This is an optimization exercise on Yosys and OpenROAD, whose aim is small area, a short achievable clock period and few clock cycles per item, not a production implementation.
No functional check of the RTL was part of any run shown here.

==> design/flow/design.v <==
module fft8_top
(
    input  logic              clk,
    input  logic              reset,
    input  logic              sample_valid_i,
    input  logic [23:0]       sample_i,
    output logic              accept_o,
    input  logic              out_ready_i,
    output logic              out_valid_o,
    output logic [31:0]       bin_o,
    output logic              complete_o
);
    localparam int AW = 14;
    localparam logic [15:0] TW_C = 16'd23170;
    localparam logic [15:0] RND  = 16'd32767;
    logic [1:0] r;
    always_ff @(posedge clk)
    begin
        if (reset)
            r <= 2'd3;
        else
            r <= r + 1'b1;
    end
    logic               iv;
    logic [2:0]         in_n;
    logic signed [11:0] ixr;
    logic signed [11:0] ixi;
    logic [2:0]         tcnt;
    logic               take;
    logic               proc;
    logic               h_free;
    assign proc     = iv & (in_n[0] == r[0])
                    & ((in_n != 3'd7) | (h_free & (r == 2'd3)));
    assign accept_o = ~iv | proc;
    assign take     = sample_valid_i & accept_o;
    always_ff @(posedge clk)
    begin
        if (reset)
        begin
            iv   <= 1'b0;
            tcnt <= '0;
        end
        else
        begin
            if (take)
            begin
                iv   <= 1'b1;
                tcnt <= tcnt + 1'b1;
            end
            else if (proc)
                iv <= 1'b0;
        end
    end
    always_ff @(posedge clk)
    begin
        if (take)
        begin
            in_n <= tcnt;
            ixr  <= sample_i[23:12];
            ixi  <= sample_i[11:0];
        end
    end
    logic signed [AW-1:0] p_re [4];
    logic signed [AW-1:0] p_im [4];
    logic signed [AW-1:0] q_re [4];
    logic signed [AW-1:0] q_im [4];
    logic signed [AW-1:0] s_re [4];
    logic signed [AW-1:0] s_im [4];
    logic [1:0]           m;
    logic                 clr;
    logic signed [AW-1:0] xr;
    logic signed [AW-1:0] xi;
    assign m   = in_n[2:1];
    assign clr = proc & (m == 2'd0);
    assign xr  = proc ? AW'(ixr) : '0;
    assign xi  = proc ? AW'(ixi) : '0;
    always_comb
    begin
        for (int k = 0; k < 4; k++)
        begin
            logic signed [AW-1:0] tr;
            logic signed [AW-1:0] ti;
            logic signed [AW-1:0] br;
            logic signed [AW-1:0] bi;
            case (2'(m * 2'(k)))
                2'd0: begin tr = xr;  ti = xi;  end
                2'd1: begin tr = xi;  ti = -xr; end
                2'd2: begin tr = -xr; ti = -xi; end
                default: begin tr = -xi; ti = xr; end
            endcase
            br = clr ? '0 : q_re[k];
            bi = clr ? '0 : q_im[k];
            s_re[k] = br + tr;
            s_im[k] = bi + ti;
        end
    end
    always_ff @(posedge clk)
    begin
        for (int k = 0; k < 4; k++)
        begin
            p_re[k] <= s_re[k];
            p_im[k] <= s_im[k];
            q_re[k] <= p_re[k];
            q_im[k] <= p_im[k];
        end
    end
    logic signed [AW-1:0] he_re [4];
    logic signed [AW-1:0] he_im [4];
    logic signed [AW-1:0] ho_re [4];
    logic signed [AW-1:0] ho_im [4];
    logic                 hv;
    logic [2:0]           c;
    logic                 rdy;
    logic                 iss;
    logic                 load;
    assign iss    = hv & rdy & (c[1:0] == r);
    assign h_free = ~hv | (iss & (c == 3'd7));
    assign load   = proc & (in_n == 3'd7);
    always_ff @(posedge clk)
    begin
        for (int i = 0; i < 4; i++)
        begin
            if (load)
            begin
                he_re[i] <= p_re[i];
                he_im[i] <= p_im[i];
                ho_re[i] <= s_re[i];
                ho_im[i] <= s_im[i];
            end
            else
            begin
                he_re[i] <= he_re[(i + 1) % 4];
                he_im[i] <= he_im[(i + 1) % 4];
                ho_re[i] <= ho_re[(i + 1) % 4];
                ho_im[i] <= ho_im[(i + 1) % 4];
            end
        end
    end
    always_ff @(posedge clk)
    begin
        if (reset)
        begin
            hv <= 1'b0;
            c  <= '0;
        end
        else if (load)
        begin
            hv <= 1'b1;
            c  <= '0;
        end
        else if (iss)
        begin
            c <= c + 1'b1;
            if (c == 3'd7)
                hv <= 1'b0;
        end
    end
    logic [1:0]         k;
    logic               h;
    logic signed [15:0] er;
    logic signed [15:0] ei;
    logic signed [15:0] orr;
    logic signed [15:0] oi;
    logic signed [15:0] ar;
    logic signed [15:0] br;
    logic signed [15:0] ai;
    logic signed [15:0] bi;
    logic               sub_r;
    logic               sub_i;
    logic signed [15:0] vr;
    logic signed [15:0] vi;
    logic               sg_r;
    logic               sg_i;
    assign k   = r;
    assign h   = c[2];
    assign er  = 16'(he_re[0]);
    assign ei  = 16'(he_im[0]);
    assign orr = 16'(ho_re[0]);
    assign oi  = 16'(ho_im[0]);
    always_comb
    begin
        ar = k[0] ? oi : er;
        br = (k == 2'd2) ? oi : orr;
        ai = k[0] ? oi : ei;
        bi = (k == 2'd0) ? oi : orr;
        case (k)
            2'd0: begin sub_r = h;    sub_i = h;    end
            2'd1: begin sub_r = 1'b0; sub_i = 1'b1; end
            2'd2: begin sub_r = h;    sub_i = ~h;   end
            default: begin sub_r = 1'b1; sub_i = 1'b0; end
        endcase
        vr = sub_r ? ar - br : ar + br;
        vi = sub_i ? ai - bi : ai + bi;
        sg_r = h;
        sg_i = (k == 2'd3) ? ~h : h;
    end
    logic               v1;
    logic signed [15:0] e1r;
    logic signed [15:0] e1i;
    logic signed [15:0] u1r;
    logic signed [15:0] u1i;
    logic [15:0]        k1r;
    logic [15:0]        k1i;
    always_ff @(posedge clk)
    begin
        if (reset)
            v1 <= 1'b0;
        else if (rdy)
            v1 <= iss;
    end
    always_ff @(posedge clk)
    begin
        if (rdy)
        begin
            if (k[0])
            begin
                e1r <= er;
                e1i <= ei;
                u1r <= vr ^ {16{sg_r}};
                u1i <= vi ^ {16{sg_i}};
                k1r <= (h ? RND : 16'd0) + (sg_r ? TW_C : 16'd0);
                k1i <= (h ? RND : 16'd0) + (sg_i ? TW_C : 16'd0);
            end
            else
            begin
                e1r <= vr;
                e1i <= vi;
                u1r <= '0;
                u1i <= '0;
                k1r <= '0;
                k1i <= '0;
            end
        end
    end
    logic signed [33:0] t_re;
    logic signed [33:0] t_im;
    logic [15:0]        x_re;
    logic [15:0]        x_im;
    assign t_re = (34'(e1r) <<< 15) + 34'(u1r) * 34'(TW_C) + 34'(k1r);
    assign t_im = (34'(e1i) <<< 15) + 34'(u1i) * 34'(TW_C) + 34'(k1i);
    assign x_re = t_re[30:15];
    assign x_im = t_im[30:15];
    logic        send;
    logic        fire;
    logic        sk_v;
    logic [31:0] sk_d;
    assign rdy  = ~sk_v;
    assign send = rdy & v1;
    assign fire = out_valid_o & out_ready_i;
    always_ff @(posedge clk)
    begin
        if (reset)
        begin
            out_valid_o <= 1'b0;
            sk_v        <= 1'b0;
        end
        else if (~out_valid_o | fire)
        begin
            out_valid_o <= sk_v | send;
            sk_v        <= 1'b0;
        end
        else if (send)
            sk_v <= 1'b1;
    end
    always_ff @(posedge clk)
    begin
        if (~out_valid_o | fire)
            bin_o <= sk_v ? sk_d : {x_re, x_im};
        if (send & out_valid_o & ~out_ready_i)
            sk_d <= {x_re, x_im};
    end
    logic [2:0] ocnt;
    logic [1:0] fcnt;
    logic [1:0] fcnt_n;
    logic       f_in;
    logic       f_out;
    assign f_in   = take & (tcnt == 3'd7);
    assign f_out  = fire & (ocnt == 3'd7);
    assign fcnt_n = fcnt + 2'(f_in) - 2'(f_out);
    always_ff @(posedge clk)
    begin
        if (reset)
        begin
            ocnt       <= '0;
            fcnt       <= '0;
            complete_o <= 1'b0;
        end
        else
        begin
            if (fire)
                ocnt <= ocnt + 1'b1;
            fcnt       <= fcnt_n;
            complete_o <= (fcnt_n != 2'd0);
        end
    end
endmodule
==> design/flow/run.sh <==
#!/bin/bash
# synth_recipe.tcl (not shown) runs the flow's synth.tcl, then flattens the netlist and writes it again
# the make line also repeats each setting of config.mk as NAME=value (left out here)
make -C /OpenROAD-flow-scripts/flow DESIGN_CONFIG=/design/flow/config.mk WORK_HOME=/design/flow/orfs CLKGATE_MAP_FILE= SYNTH_SCRIPT=/design/flow/synth_recipe.tcl finish
==> design/flow/config.mk <==
export PLATFORM = sky130hd
export DESIGN_NAME = fft8_top
export DESIGN_NICKNAME = fft8_top
export VERILOG_FILES = /design/flow/design.v
export SDC_FILE = /design/flow/constraint.sdc
export NUM_CORES = 4
export LEC_CHECK = 0
export CAP_MARGIN = 20
export CORE_MARGIN = 2
export CORE_UTILIZATION = 40
export SLEW_MARGIN = 20
==> design/flow/constraint.sdc <==
create_clock -name core_clock -period 9.5 [get_ports {clk}]
set_input_delay 1.9000 -clock core_clock [delete_from_list [all_inputs] [get_ports {clk}]]
set_output_delay 1.9000 -clock core_clock [all_outputs]
set_load 0.01 [all_outputs]
==> results.sh, run 1 <==
export IMPL_r2r_start="u1i[4]$_SDFFCE_PN0N_"
export IMPL_crit_path_end="bin_o[15]$_DFFE_PP_"
export IMPL_synth_cell_type_count=82
export IMPL_fp_dieH_um=312.5
export IMPL_min_period_ps=7802
export IMPL_final_setup_tns_ps=0
export IMPL_via_per_inst=5.024
export IMPL_netlist_area_um2=38080
export IMPL_crit_type="flop to flop"
export IMPL_synth_area_leader_cell="dfxtp_1"
export IMPL_die_w_um=312.5
export IMPL_crit_arrival_ps=8160
export IMPL_finalCritPeriodShare=0.8213
export IMPL_dr_first_iter_drc_count=2071
export IMPL_io_pins=63
export IMPL_synthSimpleGateAreaFrac=0.1602
export IMPL_syn_to_final_growth_pct=10.96
export IMPL_start_kind="flop"
export IMPL_vias=27540
export IMPL_setup_viol=0
export IMPL_final_nets=4746
export IMPL_synthMuxAreaShare=0.02855
export IMPL_clock_sinks=627
export IMPL_cts_tree="yes"
export IMPL_final_common_cell="nand2_1"
export IMPL_ys_seq_elements=627
export IMPL_clk_path_buf_depth=3
export IMPL_mostFrequentLayoutCells="nand2_1 (745), dfxtp_1 (466), ha_1 (425)"
export IMPL_drv_cap=0
export IMPL_drv_slew=0
export IMPL_synth_xor_area_frac=0.06880
export IMPL_slowest_stage="o41ai_1"
export IMPL_clk_latency_ps=640
export IMPL_hold_path_class="flop to flop"
export IMPL_cp_top_family="adder cells"
export IMPL_track_usage=0.1906
export IMPL_numCtsBuffers=70
export IMPL_rsz0062_at_grt="false"
export IMPL_dp_cells=5356
export IMPL_crit_buf_inv=4
export IMPL_crit_required_ps=9860
export IMPL_worst_r2r_endpoint="bin_o[15]$_DFFE_PP_"
export IMPL_drc=0
export IMPL_cp_end_kind="flop"
export IMPL_crit_top_cell="ha_1"
export IMPL_yosysSeqAreaShare=0.3717
export IMPL_grt_max_degree=193
export IMPL_die_area_um2=97680
export IMPL_cts_root_buf="clkbuf_16"
export IMPL_skew_ps=32.34
export IMPL_hp_start="p_re[0][11]$_DFF_P_"
export IMPL_first_global_vias=27020
export IMPL_synth_top_area_share=0.2455
export IMPL_hold_buffers=0
export IMPL_num_rows=113
export IMPL_hold_depth=0
export IMPL_cts_setup_buffers=0
export IMPL_synth_area_leaders="dfxtp_1 (25%), ha_1 (14%), edfxtp_1 (13%), nand2_1 (7.3%), fa_1 (6.8%)"
export IMPL_finalNonFillerCells=5482
export IMPL_wl_per_cell_um=17.05
export IMPL_slowest_delay_ps=660
export IMPL_cp_max_fo=5
export IMPL_async_flop_share=0
export IMPL_reg2reg_depth=28
export IMPL_path_depth=28
export IMPL_h_tree_depth=3
export IMPL_tightest_slew_ps=1062
export IMPL_gp_congestion=0.8871
export IMPL_antennaDiodeCount=0
export IMPL_hold_viol=0
export IMPL_syn_avg_cell_area_um2=9.196
export IMPL_initial_core_util=0.4020
export IMPL_synth_top_family_by_area="adder cells"
export IMPL_outcome="no timing/DRC/antenna violations"
export IMPL_port_buffers=62
export IMPL_synth_ff_type="dfxtp_1"
export IMPL_synth_compound_area_frac=0.1095
export IMPL_hpwlAfterDp_um=72290
export IMPL_ant_nets=0
export IMPL_synthAdderAreaFrac=0.2080
export IMPL_post_cts_resized=0
export IMPL_final_layout_size_suffix_gt1_frac=0.05478
export IMPL_synthCells=4141
export IMPL_synth_net_count=4724
export IMPL_totalWireLength_um=93480
export IMPL_cts_clk_slew_worst_paths_ps=60
export IMPL_antenna_found_initial=3
export IMPL_slew_headroom=0.2922
export IMPL_ys_warn_count=11
export IMPL_max_freq_mhz=128.2
export IMPL_synth_edf_count=160
export IMPL_regToRegSetupSlack_ps=1700
export IMPL_grt_overflow=0
export IMPL_timing_critical_path_from="u1i[4]$_SDFFCE_PN0N_"
export IMPL_dr_pass1_iters=5
export IMPL_core_area_um2=94730
export IMPL_grt_pass1_wl_um=148100
stage by stage:
stage               hold slack, ps  setup WS, ps  instance area [um^2]  utilization
finish                       337.2          1698                 42260       0.4461
global route                 346.2          1125                 42260       0.4461
CTS                          338.7          1656                 42250       0.4460
detailed placement           334.6          1710                 39960       0.4218
global placement             332.2          1781                 39960       0.4218
floorplan                    330.6          2409                 38080            -
cell families (layout without fill, tap and decap cells):
kind of cell | Yosys count | after routing
AO/OA/AOI/OAI | 666 | 666
XOR/XNOR | 292 | 292
adder cells (fa/ha/maj) | 555 | 555
buffers and inverters | 529 | 605
flip-flops | 627 | 627
multiplexers | 101 | 101
AND/OR/NAND/NOR | 1371 | 1371
flip-flops by register name, indices dropped and copies added, names as in the netlist, 3 cells and up:
signal	count
he_im	56
he_re	56
ho_im	56
ho_re	56
p_im	56
p_re	56
q_im	56
q_re	56
bin_o	32
sk_d	32
e1i	16
e1r	16
u1i	16
u1r	16
ixi	12
ixr	12
k1i	4
c	3
in_n	3
ocnt	3
tcnt	3
layer usage:
| layer | vias up | track usage | share of wire |
|---|---|---|---|
| li1 | 13920 | - | - |
| met1 | 12930 | 0.2699 | 0.49 |
| met2 | 558 | 0.3080 | 0.45 |
| met3 | 130 | 0.02382 | 0.043 |
| met4 | 0 | 0.04915 | 0.023 |
| met5 | - | 0 | 0 |
worst min path at each step:
stage	end	slack, ps
after floorplan	q_im[0][0]$_DFF_P_	330
after global placement	q_re[0][0]$_DFF_P_	330
after detailed placement	q_im[3][10]$_DFF_P_	330
after CTS	q_re[3][10]$_DFF_P_	340
after global routing	q_im[3][10]$_DFF_P_	350
final	q_re[0][11]$_DFF_P_	340
layout make-up:
| class | instances | area [um^2] |
|---|---|---|
| well taps | 1265 | 1583 |
| repair buffers | 87 | 820.8 |
| clock buffers | 98 | 1991 |
| flip-flops and latches | 627 | 14160 |
| clock inverters | 28 | 297.8 |
| multi-input cells | 2985 | 21930 |
| fillers | 9233 | 52470 |
| inverters | 392 | 1474 |
cells in the mapped netlist (21+ instances only):
library cell  number
nor2_1           210
xnor2_1          176
o21ai_0          219
nand2_1          745
edfxtp_1         160
a31oi_1           22
o31ai_1           21
a21o_1            62
xor2_1           111
nor3_1            73
fa_1             130
ha_1             425
and2_1           133
dfxtp_1          467
buf_1             27
or3_1             26
mux2_2            57
inv_1            388
buf_2             28
nand3_1           47
a21oi_1          164
a211oi_1          21
and3_1            27
mux2i_1           43
nand2b_1          27
nor2b_1           27
clkbuf_1          80
==> run 2: changes to the inputs <==
--- a/design/flow/config.mk
+++ b/design/flow/config.mk
@@ -5,7 +5,9 @@
 export SDC_FILE = /design/flow/constraint.sdc
 export NUM_CORES = 4
 export LEC_CHECK = 0
+export ABC_CLOCK_PERIOD_IN_PS = 4000
 export CAP_MARGIN = 20
 export CORE_MARGIN = 2
 export CORE_UTILIZATION = 40
+export SETUP_SLACK_MARGIN = 5
 export SLEW_MARGIN = 20
==> run 2 against run 1 <==
Against the previous run: core utilization grew 7.0 points; still clean; flip-flop and latch count unchanged; non-clock buffer count rose by 291; area after synthesis stayed put; cell area rose by 16%; fmax grew 13%.
==> results.sh, run 2 <==
export IMPL_outcome="no timing/DRC/antenna violations"
export IMPL_drv_cap=0
export IMPL_skew_ps=32.66
export IMPL_core_area_um2=94730
export IMPL_io_pins=63
export IMPL_gp_congestion=0.8875
export IMPL_timing_critical_path_from="u1i[3]$_SDFFCE_PN0N_"
export IMPL_fin_util=0.5160
export IMPL_final_common_cell="nand2_1"
export IMPL_dp_cells=5356
export IMPL_tightest_slew_ps=989.2
export IMPL_synth_area_leader_cell="dfxtp_1"
export IMPL_drc=0
export IMPL_async_flop_share=0
export IMPL_reg2reg_depth=31
export IMPL_die_w_um=312.5
export IMPL_mostFrequentLayoutCells="nand2_1 (721), dfxtp_1 (462), inv_1 (360)"
export IMPL_yosysSeqAreaShare=0.3717
export IMPL_hold_viol=0
export IMPL_worst_r2r_endpoint="bin_o[13]$_DFFE_PP_"
export IMPL_port_buffers=62
export IMPL_start_kind="flop"
export IMPL_cts_tree="yes"
export IMPL_ys_warn_count=11
export IMPL_finalCritPeriodShare=0.7276
export IMPL_slowest_delay_ps=520
export IMPL_cts_clk_slew_worst_paths_ps=70
export IMPL_ant_nets=0
export IMPL_grt_pass1_wl_um=160900
export IMPL_crit_buf_inv=8
export IMPL_antennaDiodeCount=0
export IMPL_cts_root_buf="clkbuf_16"
export IMPL_numCtsBuffers=68
export IMPL_clk_path_buf_depth=3
export IMPL_synth_top_area_share=0.2455
export IMPL_synth_cell_type_count=82
export IMPL_max_freq_mhz=144.7
export IMPL_num_rows=113
export IMPL_synth_area_leaders="dfxtp_1 (25%), ha_1 (14%), edfxtp_1 (13%), nand2_1 (7.3%), fa_1 (6.8%)"
export IMPL_grt_max_degree=199
export IMPL_yosysMostFrequentCell="nand2_1"
export IMPL_cp_top_family="adder cells"
export IMPL_first_global_vias=29140
export IMPL_final_layout_size_suffix_gt1_frac=0.2254
export IMPL_vias=29680
export IMPL_cp_end_kind="flop"
export IMPL_synth_ff_type="dfxtp_1"
export IMPL_totalWireLength_um=105600
export IMPL_antenna_found_initial=3
export IMPL_synthTopCellsByCount="nand2_1 (745), dfxtp_1 (467), ha_1 (425), inv_1 (388), o21ai_0 (219)"
export IMPL_dr_first_iter_drc_count=2028
export IMPL_setup_viol=0
export IMPL_crit_required_ps=9870
export IMPL_wl_per_cell_um=18.29
export IMPL_ys_seq_elements=627
export IMPL_h_tree_depth=3
export IMPL_synth_edf_count=160
export IMPL_drv_slew=0
export IMPL_min_period_ps=6912
export IMPL_path_depth=31
export IMPL_clock_sinks=627
export IMPL_final_setup_tns_ps=0
export IMPL_finalNonFillerCells=5773
export IMPL_crit_arrival_ps=7280
export IMPL_crit_path_end="bin_o[13]$_DFFE_PP_"
export IMPL_die_area_um2=97680
export IMPL_slew_headroom=0.3313
export IMPL_grt_overflow=0
export IMPL_crit_type="flop to flop"
export IMPL_hpwlAfterDp_um=73450
export IMPL_fillCellCount=8440
export IMPL_netlist_area_um2=38080
export IMPL_syn_avg_cell_area_um2=9.196
export IMPL_initial_core_util=0.4020
export IMPL_rsz0062_at_grt="true"
export IMPL_synthCells=4141
export IMPL_hold_buffers=0
export IMPL_syn_to_final_growth_pct=28.37
export IMPL_hold_path_class="flop to flop"
export IMPL_final_nets=5038
export IMPL_r2r_start="u1i[3]$_SDFFCE_PN0N_"
export IMPL_regToRegSetupSlack_ps=2590
export IMPL_clk_latency_ps=640
export IMPL_dr_pass1_iters=7
export IMPL_track_usage=0.2083
export IMPL_cp_max_fo=4
export IMPL_fp_dieH_um=312.5
export IMPL_synth_net_count=4724
export IMPL_slowest_stage="fa_1"
export IMPL_via_per_inst=5.142
run 2: cell count changes in the layout (fill, tap and decap cells not counted), moves of 28 or more:
cell,change
buf_4,+197
ha_1,-87
o21ai_0,-70
a21oi_1,-68
buf_6,+67
ha_4,+66
a21oi_2,+49
o21ai_2,+30
xnor2_1,-29
xnor2_2,+28
run 2: cells by family after synthesis:
family | synth area share
mux | 0.02855
simple gates | 0.1602
flops | 0.3717
buf+inv | 0.05326
compound gates | 0.1095
fa+ha+maj | 0.2080
xor+xnor | 0.06880
run 2: area by class of cell:
class	count	area (um^2)	share of cell area
tap	1265	1583	0.03238
clock inverter	30	476.7	0.009752
clock buffer	93	1989	0.04070
sequential	627	14170	0.2899
timing repair buffer	378	3665	0.07497
inverter	392	1538	0.03146
timing repair inverter	3	25.02	0.0005119
multi-input combinational	2985	25440	0.5204
run 2: routing by layer:
metal,track usage,vias up,wire [um]
li1,-,14490,-
met1,0.2783,14150,47120
met2,0.3457,817,49040
met3,0.02767,221,5283
met4,0.07416,2,4123
met5,0,-,13
run 2: how the worst min path moves through the flow:
| stage | cells past startpoint | end | slack, ps | start |
|---|---|---|---|---|
| floorplan | 0 | q_im[0][0]$_DFF_P_ | 330 | p_im[0][0]$_DFF_P_ |
| global placement | 0 | q_im[0][10]$_DFF_P_ | 330 | p_im[0][10]$_DFF_P_ |
| detailed placement | 0 | q_re[3][13]$_DFF_P_ | 340 | p_re[3][13]$_DFF_P_ |
| CTS | 0 | q_re[2][10]$_DFF_P_ | 340 | p_re[2][10]$_DFF_P_ |
| global route | 0 | q_re[0][5]$_DFF_P_ | 350 | p_re[0][5]$_DFF_P_ |
| finish | 0 | q_re[3][2]$_DFF_P_ | 330 | p_re[3][2]$_DFF_P_ |
run 2: through the flow:
| stage | hold WS [ps] | setup WS (ps) | area [um^2] |
|---|---|---|---|
| floorplan | 330.6 | 2744 | 38640 |
| CTS | 336.1 | 2638 | 46680 |
| global placement | 332.1 | 2343 | 40460 |
| global route | 348.7 | 2324 | 48880 |
| finish | 334.4 | 2588 | 48880 |
| detailed placement | 335.9 | 2286 | 40460 |
run 2: what timing repair did:
item | 4_1_cts | 5_1_grt
resized for setup | 448 | 303
pin swaps | 211 | 215
cloned | 8 | 3
setup buffers | 191 | 91
endpoints found under the setup margin | 275 | 177

==> what the ideal ports hide <==
How much do the figures lean on ideal ports? The routed layouts below were timed once more, with nothing changed but the port constraints. Step 1 (the two cells are an assumption about what drives the block):
set clk [get_ports {clk}]
set_driving_cell -lib_cell sky130_fd_sc_hd__clkbuf_16 $clk
set_driving_cell -lib_cell sky130_fd_sc_hd__buf_2 [delete_from_list [all_inputs] $clk]
Step 2 adds t to the input delays and takes it off the output delays; t is the mean of the earliest and latest rising clock arrival at the registers after step 1. Input paths then give back, and output paths get back, about the clock's delay inside the block. Slacks: ideal / step 1 / step 2; pairs: ideal / step 1.
run | t, ns | setup WS [ns] | slew at the worst register clock pin (ns) | pins driven straight from the clock port
run 1 | 0.686 | 1.698 / 1.698 / 1.698 | 0.07 / 0.07 | 1
run 2 | 0.686 | 2.588 / 2.588 / 2.588 | 0.07 / 0.07 | 1
After both steps setup and hold are still met in every run listed.
